Background: an optimization exercise with open tools, aiming at small area. Do not read the settings as production practice.
Only simulation tests tie the RTL to the original design; equivalence was not proved.
No activity file was given, so power comes from the tool's default toggle rates.

<file path="design/flow/config.mk">
export PLATFORM = sky130hd
export DESIGN_NAME = ntrpt_cam_fifo
export DESIGN_NICKNAME = ntrpt_cam_fifo
export VERILOG_FILES = /design/flow/design.v
export SDC_FILE = /design/flow/constraint.sdc
export NUM_CORES = 4
export LEC_CHECK = 0
export CAP_MARGIN = 20
export CORE_MARGIN = 2
export CORE_UTILIZATION = 40
export SLEW_MARGIN = 20
</file>
<file path="design/flow/constraint.sdc">
create_clock -name core_clock -period 6.0 [get_ports {clk}]
set_input_delay 1.2000 -clock core_clock [delete_from_list [all_inputs] [get_ports {clk}]]
set_output_delay 1.2000 -clock core_clock [all_outputs]
set_load 0.01 [all_outputs]
</file>
<file path="design/flow/design.v">
`default_nettype none
package ntrpt_pkg;
  localparam int DATA_W = 32;
  localparam int DEPTH = 16;
  localparam int CNT_W = $clog2(DEPTH + 1);
  localparam int CAUSE_W = 16;
  localparam logic [CAUSE_W-1:0] MTIP_CAUSE = 16'h0080;
  typedef logic [CNT_W-1:0] count_t;
endpackage
`default_nettype wire
`timescale 1ns/1ps
`default_nettype none
module fifo_occupancy (
  input  logic        clk,
  input  logic        reset,
  input  logic        push,
  input  logic        pop,
  output logic        push_acc,
  output logic        pop_acc,
  output ntrpt_pkg::count_t count,
  output logic        pndng,
  output logic        full
);
  ntrpt_pkg::count_t cnt_q;
  ntrpt_pkg::count_t cnt_d;
  logic   push_ok;
  logic   pop_ok;
  assign pop_ok  = pop && (cnt_q != '0);
  assign push_ok = push && ((cnt_q < ntrpt_pkg::count_t'(ntrpt_pkg::DEPTH)) || pop_ok);
  always_comb begin
    cnt_d = cnt_q;
    if (push_ok && !pop_ok) begin
      cnt_d = cnt_q + 1'b1;
    end else if (pop_ok && !push_ok) begin
      cnt_d = cnt_q - 1'b1;
    end
  end
  always_ff @(posedge clk or posedge reset) begin
    if (reset) begin
      cnt_q <= '0;
    end else begin
      cnt_q <= cnt_d;
    end
  end
  assign push_acc = push_ok;
  assign pop_acc  = pop_ok;
  assign count    = cnt_q;
  assign pndng = (cnt_q != '0);
  assign full  = (cnt_q == ntrpt_pkg::count_t'(ntrpt_pkg::DEPTH));
endmodule
`default_nettype wire
`timescale 1ns/1ps
`default_nettype none
module shift_store (
  input  logic                            clk,
  input  logic                            reset,
  input  logic                            push_acc,
  input  logic                            pop_acc,
  input  ntrpt_pkg::count_t count,
  input  logic [ntrpt_pkg::DATA_W-1:0]               wr_data,
  output logic [ntrpt_pkg::DEPTH-1:0][ntrpt_pkg::DATA_W-1:0]    entries,
  output logic [ntrpt_pkg::DEPTH-1:0]                valid
);
  logic [ntrpt_pkg::DEPTH-1:0][ntrpt_pkg::DATA_W-1:0] nxt_entries;
  logic [ntrpt_pkg::DEPTH-1:0]             nxt_valid;
  always_comb begin
    nxt_entries = entries;
    nxt_valid   = valid;
    if (pop_acc) begin
      for (int i = 0; i < ntrpt_pkg::DEPTH; i++) begin
        if (count == ntrpt_pkg::count_t'(i + 1)) begin
          nxt_entries[i] = '0;
          nxt_valid[i]   = 1'b0;
        end
      end
    end
    if (push_acc) begin
      for (int i = ntrpt_pkg::DEPTH - 1; i > 0; i--) begin
        nxt_entries[i] = nxt_entries[i-1];
        nxt_valid[i]   = nxt_valid[i-1];
      end
      nxt_entries[0] = wr_data;
      nxt_valid[0]   = 1'b1;
    end
  end
  always_ff @(posedge clk or posedge reset) begin
    if (reset) begin
      entries <= '0;
      valid   <= '0;
    end else begin
      entries <= nxt_entries;
      valid   <= nxt_valid;
    end
  end
endmodule
`default_nettype wire
`timescale 1ns/1ps
`default_nettype none
module read_select (
  input  logic [ntrpt_pkg::DEPTH-1:0][ntrpt_pkg::DATA_W-1:0] entries,
  input  logic [ntrpt_pkg::DEPTH-1:0]             valid,
  output logic [ntrpt_pkg::DATA_W-1:0]            dout
);
  always_comb begin
    dout = '0;
    for (int i = 0; i < ntrpt_pkg::DEPTH; i++) begin
      if (valid[i]) begin
        dout = entries[i];
      end
    end
  end
endmodule
`default_nettype wire
`timescale 1ns/1ps
`default_nettype none
module cause_scan (
  input  logic [ntrpt_pkg::DEPTH-1:0][ntrpt_pkg::DATA_W-1:0] entries,
  input  logic [ntrpt_pkg::DEPTH-1:0]             valid,
  output logic                         mtip
);
  logic [ntrpt_pkg::DEPTH-1:0] hit;
  always_comb begin
    for (int i = 0; i < ntrpt_pkg::DEPTH; i++) begin
      hit[i] = valid[i] && (entries[i][ntrpt_pkg::CAUSE_W-1:0] == ntrpt_pkg::MTIP_CAUSE);
    end
  end
  assign mtip = |hit;
endmodule
`default_nettype wire
`timescale 1ns/1ps
`default_nettype none
module ntrpt_cam_fifo (
  input  logic              clk,
  input  logic              reset,
  input  logic              push,
  input  logic              pop,
  input  logic [31:0]       din,
  output logic [31:0]       dout,
  output logic              pndng,
  output logic              full,
  output logic              mtip
);
  logic   push_acc;
  logic   pop_acc;
  ntrpt_pkg::count_t count;
  logic [ntrpt_pkg::DEPTH-1:0][ntrpt_pkg::DATA_W-1:0] entries;
  logic [ntrpt_pkg::DEPTH-1:0]             valid;
  fifo_occupancy i_occupancy (
    .clk      (clk),
    .reset    (reset),
    .push     (push),
    .pop      (pop),
    .push_acc (push_acc),
    .pop_acc  (pop_acc),
    .count    (count),
    .pndng    (pndng),
    .full     (full)
  );
  shift_store i_store (
    .clk      (clk),
    .reset    (reset),
    .push_acc (push_acc),
    .pop_acc  (pop_acc),
    .count    (count),
    .wr_data  (din),
    .entries  (entries),
    .valid    (valid)
  );
  read_select i_read (
    .entries (entries),
    .valid   (valid),
    .dout    (dout)
  );
  cause_scan i_scan (
    .entries (entries),
    .valid   (valid),
    .mtip    (mtip)
  );
endmodule
`default_nettype wire
</file>
<file path="design/flow/run.sh">
#!/bin/bash
# synth_recipe.tcl (not shown) runs the flow's synth.tcl, then flattens the netlist and writes it again
# the make line also repeats each setting of config.mk as NAME=value (left out here)
make -C /OpenROAD-flow-scripts/flow DESIGN_CONFIG=/design/flow/config.mk WORK_HOME=/design/flow/orfs CLKGATE_MAP_FILE= SYNTH_SCRIPT=/design/flow/synth_recipe.tcl finish
</file>
==> flow_summary.toml <==
[worst_hold_path]
holdCritPathClass = "reg2reg"

[clocking]
post_cts_buffers = 0
cts_buffer_depth = 3
cts.sink_count = 533
path_clk_slew_ns = 0.06
cts_tree = "done"
htreeDepth = 2
cts_root_buf = "clkbuf_16"
hold_buffers = 0
cts_buffers = 58
cts.repair.resized = 0
insertion_delay_ns = 0.64

[critical_path]
crit_path_end_kind = "primary output"
path_common_cell = "a221oi_1"
slowest_delay_ns = 0.77
startpoint_type = "flip-flop"
critPathArrivalTime_ns = 4.02
cp_slowest_cell = "o311ai_0"
cp.required_ns = 4.80
worstSetupPathType = "reg2out"
crit_chain = "nor2b_2 > a221oi_1 > o311ai_0 > a221oi_1 > o21ai_0 > clkdlybuf4s50_1"
cp_max_fo = 16

[placement]
io_buffers = 70
dp_cells = 3338
gp_congestion = 0.9500
pre_cts_slack_ns = 1.449
dpl-instance-area_sq_mm = 0.02625
dp_hpwl_mm = 55.51

[detailed_routing]
postRouteWirelength_mm = 81.28
drc = 0
vias = 21180
drt-initial-drc-count = 2563
wl_per_cell_microns = 23.60
final_antenna_net_count = 0
drt_first_pass_iters = 9
via_per_inst = 6.148

[job]
max_cap_violations = 0

[power]
max-vdd-ir-drop_v = 0.0003037
swShare = 0.4373
p_int_uw = 10650
clkPwrFrac = 0.202
p_sw_uw = 8278
combPwrFrac = 0.424
power_density_mw_per_mm2 = 668.0
seq_power_share = 0.374
power_leakage_uw = 0.01242

[synth]
synth.yosys.seq_area_share = 0.5310
synthesis.area_sq_mm = 0.02512
avgSynthCellArea_sq_um = 9.551
synthFlopType = "dfrtp_1"
ys_ff_latch = 533
syn_nets = 2674
synth.distinct_cells = 70
netlist_instances = 2630
synth_edf_count = 0
synthArstFlopShare = 1.000
yosys_warnings = 4

[sta]
tightestPinTransition_ns = 1.118
setup_viol = 0
fin_crit_ns = 5.219
slew_violations = 0
period_share = 0.8698
whs_ns = 0.5051
hold_viol = 0
slew_headroom = 0.2549
tns_ns = 0
fin_worst_skew_ns = 0.02989
setup_ws_ns = 0.7812
rsz0062_at_grt = "no"
fmaxAchievable_mhz = 191.6

[global_routing]
grt_pass1_wl_mm = 126.9
grt_use_met1 = 0.3725
use_met3 = 0.04787
use_met2 = 0.3748
grt_pass1_vias = 20310
grt_usage = 0.2513
top_usage_layer = "met2"
antenna_found_initial = 0
grt_max_degree = 260
overflow = 0

[cells_and_area]
fillCellCount = 5960
synthToLayoutAreaGrowth_pct = 12.79
drive_gt1_frac = 0.07326
final_area_sq_mm = 0.02833
mostFrequentLayoutCell = "dfrtp_1"
final_nets = 2606
n_antenna_cell = 0
layout_common_cells = "532 x dfrtp_1, 465 x nand3_1, 334 x nand2_1"
instances_no_fill = 3444

[die]
die_height_microns = 254.6
start_util = 0.4056
die-area_sq_mm = 0.06482
rows = 91
fp.dieW_microns = 254.6
core_sq_mm = 0.06194
ios = 71

[status]
status = "no timing/DRC/antenna violations"
[synthesized netlist by cell type (9+ instances only)]
| cell | instances | area share |
|---|---|---|
| o311ai_0 | 9 | 0.0031 |
| nor3_1 | 36 | 0.0072 |
| or3_1 | 10 | 0.0025 |
| a21oi_1 | 40 | 0.0080 |
| nand4_1 | 14 | 0.0035 |
| buf_2 | 98 | 0.020 |
| o22ai_1 | 39 | 0.0097 |
| nand2_1 | 336 | 0.050 |
| inv_1 | 11 | 0.0016 |
| a22oi_1 | 49 | 0.015 |
| o21ai_0 | 185 | 0.037 |
| buf_4 | 23 | 0.0069 |
| o211ai_1 | 30 | 0.0090 |
| nor4b_1 | 15 | 0.0052 |
| dfrtp_1 | 533 | 0.53 |
| nor2b_1 | 39 | 0.0097 |
| a222oi_1 | 28 | 0.011 |
| nor4_1 | 35 | 0.0087 |
| nor2_1 | 67 | 0.010 |
| nand3_1 | 469 | 0.093 |
| a221oi_1 | 35 | 0.012 |
| o21ai_1 | 90 | 0.018 |
| a22o_1 | 201 | 0.070 |
| clkbuf_1 | 118 | 0.018 |
| o31ai_1 | 15 | 0.0045 |
[layout make-up]
type | instances | area (sq um) | share of cell area
timing repair buffer | 124 | 1214 | 0.04283
sequential | 533 | 13340 | 0.4708
multi-input combinational | 1832 | 10620 | 0.3749
clock buffer | 83 | 1737 | 0.06129
inverter | 13 | 60.06 | 0.002120
clock inverter | 22 | 315.3 | 0.01113
tap | 837 | 1047 | 0.03696
[kinds of logic after synthesis]
kind of cell             count (synthesis)  synth area share
flip-flops                             533            0.5310
AO/OA/AOI/OAI                          753            0.2089
XOR/XNOR                                 4          0.001395
multiplexers                             3          0.001295
buffers and inverters                  265           0.04941
adder cells (fa/ha/maj)                  8          0.003985
AND/OR/NAND/NOR                       1064            0.2041
[stage by stage]
step                  util  total power (uW)
global route        0.4574             19970
detailed placement  0.4237             14940
global placement    0.4237             14790
floorplan                -             11220
CTS                 0.4569             18780
finish              0.4574             18930
[power by group through the flow]
| stage | Sequential (uW) | Combinational, uW | Clock [uW] |
|---|---|---|---|
| after floorplan | 6300 | 4920 | 0 |
| after global placement | 7030 | 7760 | 0 |
| after detailed placement | 7080 | 7860 | 0 |
| after CTS | 7030 | 7880 | 3870 |
| after global routing | 7290 | 8650 | 4030 |
| final | 7080 | 8030 | 3810 |
[worst max-delay path, delay by kind of cell (launching register included)]
family	cells	cell delay, ns
buffers and inverters	1	0.62
AO/OA/AOI/OAI	4	1.68
AND/OR/NAND/NOR	1	0.70
flip-flops	1	0.39
[state kept, by name (all words and copies together) (netlist names)]
signal,count
i_store.entries,512
i_store.valid,16
i_occupancy.cnt_q,5
[routing by layer]
metal  vias to the layer above  share of wire
met2                       853           0.44
li1                       9627              -
met1                     10560           0.45
met3                       131          0.078
met4                         0          0.028
met5                         -              0
[path summary, 6_finish.rpt]
kind | from | end | slack, ns | cells past startpoint
min | i_store.entries[504] | i_store.entries[504] | 0.51 | 1
min in group asynchronous | reset | i_store.entries[306] | 0.99 | 2
max in group asynchronous | reset | i_store.entries[230] | 3.79 | 3
min reg2reg | i_store.entries[504] | i_store.entries[504] | 0.51 | 1
max | i_store.valid[0] | dout[11] | 0.78 | 6
max reg2reg | i_occupancy.cnt_q[4] | i_store.entries[477] | 3.27 | 5

afterwards: timing with drivers on the ports:
The results above use ideal ports. As a check the final layout listed here was re-extracted and re-timed, cells and wires unchanged. Step 1 (the two cells are an assumption about what drives the block):
set clk [get_ports {clk}]
set_driving_cell -lib_cell sky130_fd_sc_hd__clkbuf_16 $clk
set_driving_cell -lib_cell sky130_fd_sc_hd__buf_2 [delete_from_list [all_inputs] $clk]
Step 2 times the ports against the registers' clock, not the clock port: input delays grow and output delays shrink by t, the midpoint of the rising clock arrivals with the driver on. Slacks: ideal ports / drivers / drivers and shift; pairs: ideal ports / drivers.
t (ns): 0.683
setup slack, ns: 0.781 / 0.719 / 1.402
worst data-port slew with drivers (ns): 0.06
pins driven straight from the clock port: 1
After both steps setup and hold are still met in this run. The setup slack of this run moves by -0.062 ns with the drivers and by +0.621 ns with both steps.
